From an optimization exercise on the open Yosys and OpenROAD flow, aimed at small area; shortcuts taken in it are not production practice. In this exercise RTL edits were held to simulation tests only and were not proved equivalent to the original. Power figures rest on the tool's default switching activity, not on a simulated workload.

==> inputs of 09-11 <==
==> flow/design.v <==
package artp_pkg;
  localparam int SLOTS_DEF = 8;
endpackage
module ack_retry_pending_table (
  input  logic        clk,
  input  logic        rst_n,
  input  logic        in_valid,
  output logic        in_ready,
  input  logic [1:0]  in_req_type,
  input  logic [31:0] in_now_ms,
  input  logic [7:0]  in_dest_addr,
  input  logic [7:0]  in_packet_kind,
  input  logic [7:0]  in_ack_seq,
  input  logic [7:0]  in_ack_source,
  output logic        out_valid,
  input  logic        out_ready,
  output logic [2:0]  out_event,
  output logic [2:0]  out_slot,
  output logic [7:0]  out_seq,
  output logic [7:0]  out_peer_addr,
  output logic [7:0]  out_kind,
  output logic [3:0]  out_retry_count,
  output logic        out_ack_needed,
  output logic [31:0] out_lost_total,
  output logic        out_last,
  input  logic        cfg_we,
  input  logic [2:0]  cfg_idx,
  input  logic [15:0] cfg_wdata
);
  localparam logic [2:0] ST_IDLE = 3'd0, ST_MP = 3'd1, ST_T1 = 3'd2, ST_RS = 3'd3,
                        ST_ACC = 3'd4, ST_EMIT = 3'd5;
  logic        cfg_gw;
  logic [7:0]  cfg_own, cfg_bcast, cfg_dkind;
  logic [15:0] cfg_tmo;
  logic [3:0]  cfg_limit;
  always_ff @(posedge clk) begin
    if (!rst_n) begin
      cfg_gw    <= 1'b0;
      cfg_own   <= 8'd0;
      cfg_bcast <= 8'd255;
      cfg_dkind <= 8'd0;
      cfg_tmo   <= 16'd2000;
      cfg_limit <= 4'd3;
    end else if (cfg_we) begin
      case (cfg_idx)
        3'd0: cfg_gw    <= cfg_wdata[0];
        3'd1: cfg_own   <= cfg_wdata[7:0];
        3'd2: cfg_bcast <= cfg_wdata[7:0];
        3'd3: cfg_dkind <= cfg_wdata[7:0];
        3'd4: cfg_tmo   <= cfg_wdata;
        3'd5: cfg_limit <= cfg_wdata[3:0];
        default: ;
      endcase
    end
  end
  logic [2:0]   st;
  logic [6:0]   cyc;
  logic [7:0]   seq_r;
  logic [31:0]  loss_r;
  logic         found;       
  logic         blk;         
  logic         b_q, gt_q;   
  logic         to_hold;     
  logic [7:0]   v_q, m_q;
  logic [63:0]  dest_q, kind_q, seq_q;
  logic [31:0]  retr_q;
  logic [255:0] stamp_q;
  logic         ov, o_an;
  logic [2:0]   o_ev, o_slot;
  logic [7:0]   o_seq, o_peer, o_kind;
  logic [3:0]   o_retr;
  wire [2:0] head_slot = cyc[2:0];
  wire [3:0] dig    = cyc[3:0];
  wire [1:0] now_d  = in_now_ms[2*dig +: 2];
  wire [1:0] tmo_d  = cyc[3] ? 2'd0 : cfg_tmo[2*cyc[2:0] +: 2];
  wire [1:0] st_d   = stamp_q[1:0];
  wire       b_in   = (dig != 4'd0) && b_q;
  wire       gt_in  = (dig != 4'd0) && gt_q;
  wire [2:0] age_d  = {1'b0, now_d} - {1'b0, st_d} - {2'd0, b_in};
  wire       gt_out = (age_d[1:0] > tmo_d) || ((age_d[1:0] == tmo_d) && gt_in);
  always_ff @(posedge clk) begin
    b_q  <= age_d[2];
    gt_q <= gt_out;
    if (dig == 4'd15) to_hold <= gt_out;
  end
  wire        e_v    = v_q[0];
  wire        e_m    = m_q[0];
  wire [7:0]  e_dest = dest_q[7:0];
  wire [7:0]  e_kind = kind_q[7:0];
  wire [7:0]  e_seq  = seq_q[7:0];
  wire [3:0]  e_retr = retr_q[3:0];
  wire gwk    = cfg_gw && (e_kind == cfg_dkind);
  wire is_bc  = (e_dest == cfg_bcast);
  wire for_us = (in_dest_addr == cfg_own) || (in_dest_addr == cfg_bcast);
  wire r_lt   = (e_retr < cfg_limit);
  wire apply  = (cyc[6:4] == head_slot + 3'd1) && !cyc[3] &&
                (((st == ST_T1) && (cyc[6:4] != 3'd0)) ||
                 ((st == ST_RS) && (cyc[6:4] == 3'd0) && (in_req_type == 2'd2)));
  wire mp     = (st == ST_MP);
  wire wr_new = mp && (in_req_type == 2'd0) && !e_v && !found;
  wire a_hit  = mp && (in_req_type == 2'd1) && e_v && for_us && (e_seq == in_ack_seq);
  wire tk     = apply && e_v;
  wire t_send = tk && gwk;
  wire t_bc   = tk && !gwk && is_bc;
  wire t_to   = tk && !gwk && !is_bc && to_hold;
  wire t_retx = t_to && r_lt;
  wire t_fail = t_to && !r_lt;
  wire q_tick = o_ev[2];
  wire q_ack  = !o_ev[2] && o_ev[1];
  wire q_add  = !o_ev[2] && !o_ev[1];
  wire out_free = !ov || out_ready;
  wire any_m    = |m_q;
  wire others   = |m_q[7:1];
  wire acc_fire = (st == ST_ACC) && in_valid && !ov;
  wire emit_ld  = (st == ST_EMIT) && e_m && !blk && out_free;
  wire fail_ld  = emit_ld && q_tick && !e_v && !gwk;
  assign in_ready = (st == ST_ACC) && !ov;
  wire        v_new    = wr_new || (e_v && !(a_hit || t_send || t_bc || t_fail));
  wire        m_new    = (mp || apply) ? (wr_new || a_hit || t_send || t_to) : (e_m && !emit_ld);
  wire [3:0]  retr_new = wr_new ? 4'd0 : (t_retx ? e_retr + 4'd1 : e_retr);
  wire [7:0]  dest_new = wr_new ? in_dest_addr   : e_dest;
  wire [7:0]  kind_new = wr_new ? in_packet_kind : e_kind;
  wire [7:0]  seq_new  = wr_new ? seq_r          : e_seq;
  wire [7:0]  vm       = v_q & m_q;
  wire [2:0]  rs_pos   = cyc[6:4] - head_slot;
  wire        restamp  = (st == ST_RS) && vm[rs_pos];
  wire [1:0]  stmp_new = restamp ? now_d : st_d;
  always_ff @(posedge clk) begin
    v_q     <= rst_n ? {v_new, v_q[7:1]} : 8'd0;
    m_q     <= {m_new, m_q[7:1]};
    dest_q  <= {dest_new, dest_q[63:8]};
    kind_q  <= {kind_new, kind_q[63:8]};
    seq_q   <= {seq_new, seq_q[63:8]};
    retr_q  <= {retr_new, retr_q[31:4]};
    stamp_q <= {stmp_new, stamp_q[255:2]};
  end
  logic [8:0]  seq_t;
  logic [32:0] loss_t;
  assign seq_t[0]  = wr_new;
  assign loss_t[0] = fail_ld;
  for (genvar i = 0; i < 8; i++)  assign seq_t[i+1]  = seq_t[i] & seq_r[i];
  for (genvar i = 0; i < 32; i++) assign loss_t[i+1] = loss_t[i] & loss_r[i];
  always_ff @(posedge clk) begin
    if (!rst_n) begin
      st     <= ST_IDLE;
      cyc    <= 7'd0;
      seq_r  <= 8'd0;
      loss_r <= 32'd0;
      ov     <= 1'b0;
    end else begin
      cyc <= cyc + 7'd1;
      seq_r  <= seq_r ^ seq_t[7:0];
      loss_r <= loss_r ^ loss_t[31:0];
      case (st)
        ST_IDLE: if (in_valid && !ov) begin
          case (in_req_type)
            2'd0:    if (cyc == 7'd119)     st <= ST_MP;
            2'd2:    if (cyc == 7'd127)     st <= ST_T1;
            default: if (head_slot == 3'd7) st <= ST_MP;   
          endcase
        end
        ST_MP:   if (head_slot == 3'd7) st <= (in_req_type == 2'd0) ? ST_RS : ST_ACC;
        ST_T1:   if (cyc == 7'd127) st <= ST_RS;
        ST_RS:   if (cyc == 7'd127) st <= ST_ACC;
        ST_ACC:  if (acc_fire) st <= any_m ? ST_EMIT : ST_IDLE;
        default: if (emit_ld && !others) st <= ST_IDLE;
      endcase
      if (acc_fire)       ov <= !any_m;
      else if (emit_ld)   ov <= 1'b1;
      else if (out_ready) ov <= 1'b0;
    end
  end
  always_ff @(posedge clk) begin
    found <= (st == ST_IDLE) ? 1'b0 : (found || wr_new);
    if (head_slot == 3'd7)     blk <= 1'b0;
    else if (acc_fire)         blk <= 1'b1;
    else if (e_m && !out_free) blk <= 1'b1;
  end
  always_ff @(posedge clk) begin
    if (acc_fire) begin
      o_ev   <= (in_req_type == 2'd0) ? 3'd1 : (in_req_type == 2'd1) ? 3'd3 : 3'd7;
      o_slot <= 3'd0;
      o_seq  <= (in_req_type == 2'd1) ? in_ack_seq : 8'd0;
      o_peer <= (in_req_type == 2'd1) ? in_ack_source :
                (in_req_type == 2'd0) ? in_dest_addr : 8'd0;
      o_kind <= 8'd0;
      o_retr <= 4'd0;
      o_an   <= 1'b0;
    end else if (emit_ld) begin
      o_ev   <= q_add ? 3'd0 : q_ack ? 3'd2 :
                e_v ? 3'd5 : (gwk ? 3'd4 : 3'd6);
      o_slot <= head_slot;
      o_seq  <= e_seq;
      if (q_tick) o_peer <= e_dest;
      o_kind <= e_kind;
      o_retr <= e_retr;
      o_an   <= q_add && !cfg_gw && !is_bc;
    end
  end
  assign out_valid       = ov;
  assign out_event       = o_ev;
  assign out_slot        = o_slot;
  assign out_seq         = o_seq;
  assign out_peer_addr   = o_peer;
  assign out_kind        = o_kind;
  assign out_retry_count = o_retr;
  assign out_ack_needed  = o_an;
  assign out_lost_total  = loss_r;
  assign out_last        = !any_m;
endmodule
==> flow/flow/run.sh <==
#!/bin/bash
# Own flow: the standard layout, with the port buffers made of the
# smallest buffer cell instead of the one buffer_ports picks by itself.
set -euo pipefail
export BUFFER_PORTS_ARGS="-buffer_cell sky130_fd_sc_hd__buf_1"
bash standard.sh > standard_flow.log 2>&1
==> flow/standard.sh <==
#!/bin/bash
# synth_recipe.tcl (not shown) runs the flow's synth.tcl, then flattens the netlist and writes it again
# the make line also repeats each setting of config.mk as NAME=value (left out here)
make -C /OpenROAD-flow-scripts/flow DESIGN_CONFIG=/design/flow/config.mk WORK_HOME=/design/flow/orfs CLKGATE_MAP_FILE= SYNTH_SCRIPT=/design/flow/synth_recipe.tcl "${@:-finish}"
==> flow/config.mk <==
export PLATFORM = sky130hd
export DESIGN_NAME = ack_retry_pending_table
export DESIGN_NICKNAME = ack_retry_pending_table
export VERILOG_FILES = /design/flow/design.v
export SDC_FILE = /design/flow/constraint.sdc
export NUM_CORES = 4
export LEC_CHECK = 0
export CAP_MARGIN = 20
export CORE_MARGIN = 2
export CORE_UTILIZATION = 60
export CTS_BUF_LIST = sky130_fd_sc_hd__clkbuf_16
export CTS_CLUSTER_DIAMETER = 100
export CTS_CLUSTER_SIZE = 25
export SLEW_MARGIN = 20
==> flow/constraint.sdc <==
create_clock -name core_clock -period 10.0 [get_ports {clk}]
set_input_delay 2.0000 -clock core_clock [delete_from_list [all_inputs] [get_ports {clk}]]
set_output_delay 2.0000 -clock core_clock [all_outputs]
set_load 0.01 [all_outputs]
==> inputs of 08-07, as changes to 09-11 <==
--- a/flow/design.v
+++ b/flow/design.v
@@ -65,7 +65,7 @@
   logic [63:0]  dest_q, kind_q, seq_q;
   logic [31:0]  retr_q;
   logic [255:0] stamp_q;
-  logic         ov, o_an;
+  logic         ov, o_last, o_an;
   logic [2:0]   o_ev, o_slot;
   logic [7:0]   o_seq, o_peer, o_kind;
   logic [3:0]   o_retr;
@@ -134,12 +134,6 @@
     retr_q  <= {retr_new, retr_q[31:4]};
     stamp_q <= {stmp_new, stamp_q[255:2]};
   end
-  logic [8:0]  seq_t;
-  logic [32:0] loss_t;
-  assign seq_t[0]  = wr_new;
-  assign loss_t[0] = fail_ld;
-  for (genvar i = 0; i < 8; i++)  assign seq_t[i+1]  = seq_t[i] & seq_r[i];
-  for (genvar i = 0; i < 32; i++) assign loss_t[i+1] = loss_t[i] & loss_r[i];
   always_ff @(posedge clk) begin
     if (!rst_n) begin
       st     <= ST_IDLE;
@@ -149,10 +143,10 @@
       ov     <= 1'b0;
     end else begin
       cyc <= cyc + 7'd1;
-      seq_r  <= seq_r ^ seq_t[7:0];
-      loss_r <= loss_r ^ loss_t[31:0];
+      if (wr_new)  seq_r  <= seq_r + 8'd1;
+      if (fail_ld) loss_r <= loss_r + 32'd1;
       case (st)
-        ST_IDLE: if (in_valid && !ov) begin
+        ST_IDLE: if (in_valid) begin
           case (in_req_type)
             2'd0:    if (cyc == 7'd119)     st <= ST_MP;
             2'd2:    if (cyc == 7'd127)     st <= ST_T1;
@@ -186,6 +180,7 @@
       o_kind <= 8'd0;
       o_retr <= 4'd0;
       o_an   <= 1'b0;
+      o_last <= 1'b1;
     end else if (emit_ld) begin
       o_ev   <= q_add ? 3'd0 : q_ack ? 3'd2 :
                 e_v ? 3'd5 : (gwk ? 3'd4 : 3'd6);
@@ -195,6 +190,7 @@
       o_kind <= e_kind;
       o_retr <= e_retr;
       o_an   <= q_add && !cfg_gw && !is_bc;
+      o_last <= !others;
     end
   end
   assign out_valid       = ov;
@@ -206,5 +202,5 @@
   assign out_retry_count = o_retr;
   assign out_ack_needed  = o_an;
   assign out_lost_total  = loss_r;
-  assign out_last        = !any_m;
+  assign out_last        = o_last;
 endmodule
==> flow/run.sh (new file) <==
#!/bin/bash
# synth_recipe.tcl (not shown) runs the flow's synth.tcl, then flattens the netlist and writes it again
# the make line also repeats each setting of config.mk as NAME=value (left out here)
make -C /OpenROAD-flow-scripts/flow DESIGN_CONFIG=/design/flow/config.mk WORK_HOME=/design/flow/orfs CLKGATE_MAP_FILE= SYNTH_SCRIPT=/design/flow/synth_recipe.tcl finish
CTS_BUF_LIST = not set   (was sky130_fd_sc_hd__clkbuf_16)
CTS_CLUSTER_SIZE = 30   (was 25)
removed: flow/flow/run.sh
removed: flow/standard.sh
==> inputs of 11-17, as changes to 09-11 <==
--- a/flow/design.v
+++ b/flow/design.v
@@ -105,9 +105,9 @@
   wire t_to   = tk && !gwk && !is_bc && to_hold;
   wire t_retx = t_to && r_lt;
   wire t_fail = t_to && !r_lt;
-  wire q_tick = o_ev[2];
-  wire q_ack  = !o_ev[2] && o_ev[1];
-  wire q_add  = !o_ev[2] && !o_ev[1];
+  logic q_ack;
+  wire  q_tick = o_ev[2];
+  wire  q_add  = !o_ev[2] && !q_ack;
   wire out_free = !ov || out_ready;
   wire any_m    = |m_q;
   wire others   = |m_q[7:1];
@@ -175,6 +175,7 @@
     if (head_slot == 3'd7)     blk <= 1'b0;
     else if (acc_fire)         blk <= 1'b1;
     else if (e_m && !out_free) blk <= 1'b1;
+    if (acc_fire) q_ack <= (in_req_type == 2'd1);
   end
   always_ff @(posedge clk) begin
     if (acc_fire) begin
==> flow/flow/run.sh (replaced) <==
#!/bin/bash
# Own flow: the standard layout with two changes in how it is made:
#  - the synthesis maps the logic with an area-oriented ABC script
#    (flow/area.abc); reading, flip-flop mapping, flattening and renaming are
#    the standard synthesis unchanged, so the registers are the same;
#  - the port buffers are the smallest buffer cell, not the one buffer_ports
#    picks by itself.
set -euo pipefail
here=$(pwd)
export BUFFER_PORTS_ARGS="-buffer_cell sky130_fd_sc_hd__buf_1"
export MY_ABC_SCRIPT="$here/flow/area.abc"
{ cat flow/abc_hook.tcl; cat synth_recipe.tcl; } > my_synth.tcl
sed "s#/synth_recipe.tcl#/my_synth.tcl#" standard.sh > my_standard.sh
grep -q my_synth.tcl my_standard.sh
bash my_standard.sh > standard_flow.log 2>&1
==> flow/flow/abc_hook.tcl (new file) <==
# Makes the synthesis map its logic with the ABC script in MY_ABC_SCRIPT instead
# of the one ORFS picks; nothing else of the synthesis changes.
proc my_fix_abc {args} {
  set i [lsearch -exact $::abc_args -script]
  if { $i >= 0 } {
    set ::abc_args [lreplace $::abc_args [expr {$i + 1}] [expr {$i + 1}] $::env(MY_ABC_SCRIPT)]
  }
}
trace add variable ::abc_args write my_fix_abc
==> flow/flow/area.abc (new file) <==
strash
&get -n
&fraig -x
&put
scorr
dc2
strash
dch -f
amap -F 4 -A 4
topo
strash
dch -f
amap -F 4 -A 4
CTS_CLUSTER_DIAMETER = 80   (was 100)
CTS_CLUSTER_SIZE = 32   (was 25)
==> impl_results.md <==
- Post-synth EDFFs: 20
- Max Freq: between 0.1 and 0.15 GHz
- Critical path's slowest cell: nand4_1
- Synth Area in Simple Gates: around a tenth
- Least-Margin Pin Slew: between 1000 and 1500 ps
- Initial DRC count: about 580
- Sequential fraction of total cell area: approximately two thirds
- Cell-internal power: around 3200 uW
- CP max FO: 6
- Routed vias: 9091
- Status: timing/DRC/antenna clean
the above is filed under 09-11

==> impl_results.md <==
- CP max FO: 3
- Filler cell count: 2003
- Sequential fraction of total cell area: a little over two thirds
- Initial DRC count: between 600 and 700
- Post-synth EDFFs: 21
- Max Freq: around 0.13 GHz
- Layout cell share with drive strength beyond 1: 2.40%
- Synth Area in Simple Gates: under 10%
- Worst R2R Setup Slack: about 2400 ps
- Critical path's slowest cell: ha_1
- Routed vias: between 9000 and 10000
- Static Leakage: between 0.007 and 0.008 uW
- Cell-internal power: about 3500 uW
- Overall routing resource usage: approximately a fifth
- Die height: 171 um
- Register bit total from synthesis: around 630
- Status: timing/DRC/antenna clean
the above is filed under 11-17

==> impl_results.md <==
- Status: timing/DRC/antenna clean
- Initial DRC count: approximately 650
- Sequential fraction of total cell area: between 60% and 70%
- Critical path's slowest cell: mux4_2
- Io pins: 160
- Routability Congestion: approximately 0.83
- RR Startpoint: cyc[0]
- Routed vias: just under 10000
- Synth Area in Simple Gates: between 10% and 20%
- Max Freq: ~0.23 GHz
- Post-synth EDFFs: 20
- CP max FO: 2
- Clock transition at path regs: 110 ps
- Comb pwr share: 7.7%
- # Max-Cap Violations: 0
- CTS tree: yes
- Switching Share: between 20% and 30%
- Setup TNS: 0 ps
- Cell-internal power: around 3400 uW
the above is filed under 08-07

## what the ideal ports hide
The flow's constraints put no driver on any port. The routed layouts listed below were extracted and timed again, unchanged, in two steps.
Step 1 assumes that a clkbuf_16 drives the clock port and a buf_2 every other input.
Step 2 times the ports against the registers' clock, not the clock port: input delays grow and output delays shrink by t, the midpoint of the rising clock arrivals with the driver on.
Three values: no drivers, after step 1, after step 2; two values: the first two.
run	t, ns	setup WS [ns]	hold slack, ns	clock arrival spread, ns	worst slew at a driven data input, ns
09-11	0.633	1.781 / 1.812 / 1.179	0.326 / 0.326 / 0.326	0.025 / 0.025	0.06
08-07	0.620	5.576 / 5.535 / 4.973	0.291 / 0.291 / 0.291	0.037 / 0.036	0.06
11-17	0.599	2.065 / 2.085 / 1.486	0.322 / 0.322 / 0.322	0.021 / 0.020	0.06
After both steps setup and hold are still met in every run listed. The setup slack of 08-07, which loses most, moves by -0.041 ns with the drivers and by -0.603 ns with both steps.
